This is an optimization exercise on Yosys and OpenROAD, whose aim is small area, not a production implementation.
Function was checked by simulation only, so behaviour that the tests miss may differ from the original.
The flow treats the clock pin as an ideal source, which a real chip does not have.

==> flow/design.v <==
package segPkg;
  localparam int NUM_LAYERS = 4;
  localparam int PIX_W = 8;
  typedef logic [PIX_W-1:0] pixel_t;
  typedef logic [PIX_W-1:0] weight_t;
  typedef logic [NUM_LAYERS*PIX_W-1:0] layerVec_t;
  typedef logic [NUM_LAYERS-1:0] layerMask_t;
  localparam weight_t WEIGHT_MAX = 8'd255;
endpackage
`timescale 1ns/1ps
module bgLayerMatch (
  input  segPkg::pixel_t    cur_i,
  input  segPkg::pixel_t    th_i,
  input  segPkg::layerVec_t layer_i,
  output logic [3:0]        match_o
);
  function automatic logic lt8(input logic [7:0] x, input logic [7:0] y);
    logic c;
    c = 1'b0;
    for (int k = 0; k < 8; k++) begin
      c = (~x[k] & y[k]) | (~x[k] & c) | (y[k] & c);
    end
    lt8 = c;
  endfunction
  logic [8:0] hi;    
  logic [8:0] lo;    
  always_comb begin
    logic c;
    c = 1'b0;
    for (int k = 0; k < 8; k++) begin
      hi[k] = cur_i[k] ^ th_i[k] ^ c;
      c     = (cur_i[k] & th_i[k]) | (cur_i[k] & c) | (th_i[k] & c);
    end
    hi[8] = c;
    c = 1'b1;
    for (int k = 0; k < 8; k++) begin
      lo[k] = cur_i[k] ^ ~th_i[k] ^ c;
      c     = (cur_i[k] & ~th_i[k]) | (cur_i[k] & c) | (~th_i[k] & c);
    end
    lo[8] = ~c;
  end
  always_comb begin
    for (int i = 0; i < 4; i++) begin
      match_o[i] = (hi[8] | lt8(layer_i[i*8 +: 8], hi[7:0])) &
                   (lo[8] | lt8(lo[7:0], layer_i[i*8 +: 8]));
    end
  end
endmodule
`timescale 1ns/1ps
module fgDecide (
  input  logic [3:0]        matched_i,
  input  segPkg::layerVec_t bgLayerW_i,
  input  segPkg::weight_t   bgTh_i,
  output logic              mask_o,
  output logic [3:0]        winner_o,
  output logic              noMatch_o
);
  function automatic logic lt8(input logic [7:0] x, input logic [7:0] y);
    logic c;
    c = 1'b0;
    for (int k = 0; k < 8; k++) begin
      c = (~x[k] & y[k]) | (~x[k] & c) | (y[k] & c);
    end
    lt8 = c;
  endfunction
  logic [3:0] strongMatch;
  always_comb begin
    for (int i = 0; i < 4; i++) begin
      strongMatch[i] = matched_i[i] & lt8(bgTh_i, bgLayerW_i[i*8 +: 8]);
    end
  end
  assign mask_o = ~(|strongMatch);
  assign winner_o[3] = matched_i[3];
  assign winner_o[2] = matched_i[2] & ~matched_i[3];
  assign winner_o[1] = matched_i[1] & ~(|matched_i[3:2]);
  assign winner_o[0] = matched_i[0] & ~(|matched_i[3:1]);
  assign noMatch_o   = ~(|matched_i);
endmodule
`timescale 1ns/1ps
module bgColorUpdate (
  input  logic              update_i,
  input  logic [3:0]        winner_i,
  input  logic              noMatch_i,
  input  segPkg::pixel_t    cur_i,
  input  segPkg::layerVec_t layer_i,
  output segPkg::layerVec_t layer_o
);
  function automatic logic lt8(input logic [7:0] x, input logic [7:0] y);
    logic c;
    c = 1'b0;
    for (int k = 0; k < 8; k++) begin
      c = (~x[k] & y[k]) | (~x[k] & c) | (y[k] & c);
    end
    lt8 = c;
  endfunction
  segPkg::pixel_t bw;     
  segPkg::pixel_t nw;     
  logic           up, dn;
  always_comb begin
    bw = '0;
    for (int i = 0; i < 4; i++) begin
      bw = bw | (layer_i[i*8 +: 8] & {8{winner_i[i]}});
    end
  end
  assign up = lt8(bw, cur_i);
  assign dn = lt8(cur_i, bw);
  always_comb begin
    logic p;
    p = up | dn;
    for (int k = 0; k < 8; k++) begin
      nw[k] = bw[k] ^ p;
      p     = p & (bw[k] ^ dn);
    end
  end
  always_comb begin
    for (int i = 0; i < 4; i++) begin
      layer_o[i*8 +: 8] = (update_i & winner_i[i]) ? nw : layer_i[i*8 +: 8];
    end
    if (update_i & noMatch_i) layer_o[7:0] = cur_i;
  end
endmodule
`timescale 1ns/1ps
module bgWeightUpdate (
  input  logic              update_i,
  input  logic [3:0]        winner_i,
  input  logic              noMatch_i,
  input  segPkg::weight_t   buildStep_i,
  input  segPkg::layerVec_t weight_i,
  output segPkg::layerVec_t weight_o
);
  logic [7:0] ww, dW;
  always_comb begin
    ww = '0;
    for (int i = 0; i < 4; i++) ww = ww | (weight_i[i*8 +: 8] & {8{winner_i[i]}});
  end
  always_comb begin
    logic c, g;
    c = 1'b0; g = 1'b1;
    for (int k = 0; k < 8; k++) begin
      dW[k] = buildStep_i[k] ^ c;
      c = (ww[k] & buildStep_i[k]) | (ww[k] & c) | (buildStep_i[k] & c);
      g = (ww[k] & buildStep_i[k]) | (ww[k] & g) | (buildStep_i[k] & g);
    end
    dW = dW & {8{~g}};
  end
  always_comb begin
    for (int i = 0; i < 4; i++) begin
      logic [7:0] w; logic z, a, b;
      w = weight_i[i*8 +: 8];
      a = update_i & ~winner_i[i] & (|w);
      b = update_i & winner_i[i];
      z = 1'b1;
      for (int k = 0; k < 8; k++) begin
        weight_o[i*8 + k] = w[k] ^ ((a & z) | (b & dW[k]));
        z = z & ~w[k];
      end
    end
    if (update_i & noMatch_i) weight_o[7:0] = '0;
  end
endmodule
`timescale 1ns/1ps
module segOutReg (
  input  logic      clk_i,
  input  logic      arstN_i,
  input  logic      mask_i,
  input  segPkg::layerVec_t updY_i,
  input  segPkg::layerVec_t updU_i,
  input  segPkg::layerVec_t updV_i,
  input  segPkg::layerVec_t updW_i,
  output segPkg::layerVec_t newLayerY_o,
  output segPkg::layerVec_t newLayerU_o,
  output segPkg::layerVec_t newLayerV_o,
  output segPkg::layerVec_t newLayerW_o,
  output logic      mask_o
);
  always_ff @(posedge clk_i or negedge arstN_i) begin
    if (!arstN_i) begin
      newLayerY_o <= '0;
      newLayerU_o <= '0;
      newLayerV_o <= '0;
      newLayerW_o <= '0;
      mask_o      <= 1'b0;
    end else begin
      newLayerY_o <= updY_i;
      newLayerU_o <= updU_i;
      newLayerV_o <= updV_i;
      newLayerW_o <= updW_i;
      mask_o      <= mask_i;
    end
  end
endmodule
`timescale 1ns/1ps
module segCore (
  input  logic      clk_i,
  input  logic      arstN_i,
  input  segPkg::pixel_t    bdThY_i,
  input  segPkg::pixel_t    bdThU_i,
  input  segPkg::pixel_t    bdThV_i,
  input  segPkg::weight_t   bgTh_i,
  input  logic      update_i,
  input  segPkg::weight_t   buildStep_i,
  input  segPkg::pixel_t    curY_i,
  input  segPkg::pixel_t    curU_i,
  input  segPkg::pixel_t    curV_i,
  input  segPkg::layerVec_t bgLayerY_i,
  input  segPkg::layerVec_t bgLayerU_i,
  input  segPkg::layerVec_t bgLayerV_i,
  input  segPkg::layerVec_t bgLayerW_i,
  output segPkg::layerVec_t newLayerY_o,
  output segPkg::layerVec_t newLayerU_o,
  output segPkg::layerVec_t newLayerV_o,
  output segPkg::layerVec_t newLayerW_o,
  output logic      mask_o
);
  logic [3:0] mY, mU, mV, matched;
  logic [3:0] winner;
  logic       noMatch;
  logic       maskComb;
  segPkg::layerVec_t updY, updU, updV, updW;
  bgLayerMatch i_mY (.cur_i(curY_i), .th_i(bdThY_i), .layer_i(bgLayerY_i), .match_o(mY));
  bgLayerMatch i_mU (.cur_i(curU_i), .th_i(bdThU_i), .layer_i(bgLayerU_i), .match_o(mU));
  bgLayerMatch i_mV (.cur_i(curV_i), .th_i(bdThV_i), .layer_i(bgLayerV_i), .match_o(mV));
  assign matched = mY & mU & mV;
  fgDecide i_decide (
    .matched_i  (matched),
    .bgLayerW_i (bgLayerW_i),
    .bgTh_i     (bgTh_i),
    .mask_o     (maskComb),
    .winner_o   (winner),
    .noMatch_o  (noMatch)
  );
  bgColorUpdate i_updY (.update_i(update_i), .winner_i(winner), .noMatch_i(noMatch),
                        .cur_i(curY_i), .layer_i(bgLayerY_i), .layer_o(updY));
  bgColorUpdate i_updU (.update_i(update_i), .winner_i(winner), .noMatch_i(noMatch),
                        .cur_i(curU_i), .layer_i(bgLayerU_i), .layer_o(updU));
  bgColorUpdate i_updV (.update_i(update_i), .winner_i(winner), .noMatch_i(noMatch),
                        .cur_i(curV_i), .layer_i(bgLayerV_i), .layer_o(updV));
  bgWeightUpdate i_updW (
    .update_i    (update_i),
    .winner_i    (winner),
    .noMatch_i   (noMatch),
    .buildStep_i (buildStep_i),
    .weight_i    (bgLayerW_i),
    .weight_o    (updW)
  );
  segOutReg i_outReg (
    .clk_i       (clk_i),
    .arstN_i     (arstN_i),
    .mask_i      (maskComb),
    .updY_i      (updY),
    .updU_i      (updU),
    .updV_i      (updV),
    .updW_i      (updW),
    .newLayerY_o (newLayerY_o),
    .newLayerU_o (newLayerU_o),
    .newLayerV_o (newLayerV_o),
    .newLayerW_o (newLayerW_o),
    .mask_o      (mask_o)
  );
endmodule
clock: 10.0 ns
lec_check: 0
abc_area: 1
cap_margin: 20
core_margin: 2
core_utilization: 60
gpl_routability_driven: 0
gpl_timing_driven: 0
place_density: 0.75
slew_margin: 20
standard.sh (not shown) runs the stock make flow with config.mk's settings and CLKGATE_MAP_FILE= SYNTH_SCRIPT=/design/flow/synth_recipe.tcl, a recipe that flattens the netlist after the stock synthesis.
==> flow/flow/run.sh <==
#!/bin/bash
# Layout flow: the standard ORFS flow with
#  - synthesis: the standard script, without the full-adder extraction and
#    with an area-oriented ABC script (registers untouched),
#  - port buffers of the smallest buffer cell,
#  - a clock tree of small clock buffers, without dummy loads,
#  - the largest buffers kept out of the layout's repairs.
set -euo pipefail
export MY_WORK=$PWD
export MY_ABC_SCRIPT=$PWD/flow/abc.script
bash standard.sh SYNTH_SCRIPT=$PWD/flow/my_synth.tcl ADDER_MAP_FILE= synth > synth.log 2>&1
DU="sky130_fd_sc_hd__probe_p_8 sky130_fd_sc_hd__probec_p_8 sky130_fd_sc_hd__lpflow_bleeder_1 sky130_fd_sc_hd__lpflow_clkbufkapwr_1 sky130_fd_sc_hd__lpflow_clkbufkapwr_16 sky130_fd_sc_hd__lpflow_clkbufkapwr_2 sky130_fd_sc_hd__lpflow_clkbufkapwr_4 sky130_fd_sc_hd__lpflow_clkbufkapwr_8 sky130_fd_sc_hd__lpflow_clkinvkapwr_1 sky130_fd_sc_hd__lpflow_clkinvkapwr_16 sky130_fd_sc_hd__lpflow_clkinvkapwr_2 sky130_fd_sc_hd__lpflow_clkinvkapwr_4 sky130_fd_sc_hd__lpflow_clkinvkapwr_8 sky130_fd_sc_hd__lpflow_decapkapwr_12 sky130_fd_sc_hd__lpflow_decapkapwr_3 sky130_fd_sc_hd__lpflow_decapkapwr_4 sky130_fd_sc_hd__lpflow_decapkapwr_6 sky130_fd_sc_hd__lpflow_decapkapwr_8 sky130_fd_sc_hd__lpflow_inputiso0n_1 sky130_fd_sc_hd__lpflow_inputiso0p_1 sky130_fd_sc_hd__lpflow_inputiso1n_1 sky130_fd_sc_hd__lpflow_inputiso1p_1 sky130_fd_sc_hd__lpflow_inputisolatch_1 sky130_fd_sc_hd__lpflow_isobufsrc_1 sky130_fd_sc_hd__lpflow_isobufsrc_16 sky130_fd_sc_hd__lpflow_isobufsrc_2 sky130_fd_sc_hd__lpflow_isobufsrc_4 sky130_fd_sc_hd__lpflow_isobufsrc_8 sky130_fd_sc_hd__lpflow_isobufsrckapwr_16 sky130_fd_sc_hd__lpflow_lsbuf_lh_hl_isowell_tap_1 sky130_fd_sc_hd__lpflow_lsbuf_lh_hl_isowell_tap_2 sky130_fd_sc_hd__lpflow_lsbuf_lh_hl_isowell_tap_4 sky130_fd_sc_hd__lpflow_lsbuf_lh_isowell_4 sky130_fd_sc_hd__lpflow_lsbuf_lh_isowell_tap_1 sky130_fd_sc_hd__lpflow_lsbuf_lh_isowell_tap_2 sky130_fd_sc_hd__lpflow_lsbuf_lh_isowell_tap_4"
DU="$DU $(cat flow/dont_use.txt)"
bash standard.sh \
  "DONT_USE_CELLS=$DU" \
  "BUFFER_PORTS_ARGS=-buffer_cell sky130_fd_sc_hd__buf_1" \
  "POST_CTS_TCL=$PWD/flow/post_cts.tcl" \
  "CTS_ARGS=$(cat flow/cts_args.txt)" \
  finish > layout.log 2>&1
Other scripts of this flow, unchanged in this note and not shown: flow/flow/abc.script, flow/flow/cts_args.txt, flow/flow/dont_use.txt, flow/flow/my_synth.tcl, flow/flow/post_cts.tcl
Rerun with:
Settings changed: GPL_ROUTABILITY_DRIVEN 0 to unset.
Via count increases by 0.82%.
Hold slack improves by 15 ps.
Worst setup slack improves by 94 ps.
Design area stays flat.

## static timing again, ports no longer ideal
No port has a modelled driver above. Below, the same layouts with a new extraction and two added sets of constraints. Step 1 sets driving cells, clkbuf_16 on the clock port and buf_2 on the other inputs (assumed; they add their load-dependent delay and slew). Step 2 also shifts input and output timing later by t, the mid clock arrival at the registers, as if the neighbouring blocks saw the same clock. Three values: ideal ports, drivers, drivers and shift; two values: the first two.
| run | shift t [ns] | slack for setup (ns) | worst setup path at the end | clock arrival spread, ns | cell pins on the clock port's net |
|---|---|---|---|---|---|
| the first run | 0.495 | 0.440 / 0.449 / -0.046 | input to register | 0.041 / 0.042 | 1 |
| the second run | 0.485 | 0.534 / 0.547 / 0.062 | input to register | 0.038 / 0.037 | 1 |
With both steps, setup timing fails in the first run, where it was met with ideal ports. The setup slack of the first run, which loses most, moves by +0.009 ns with the drivers and by -0.486 ns with both steps.
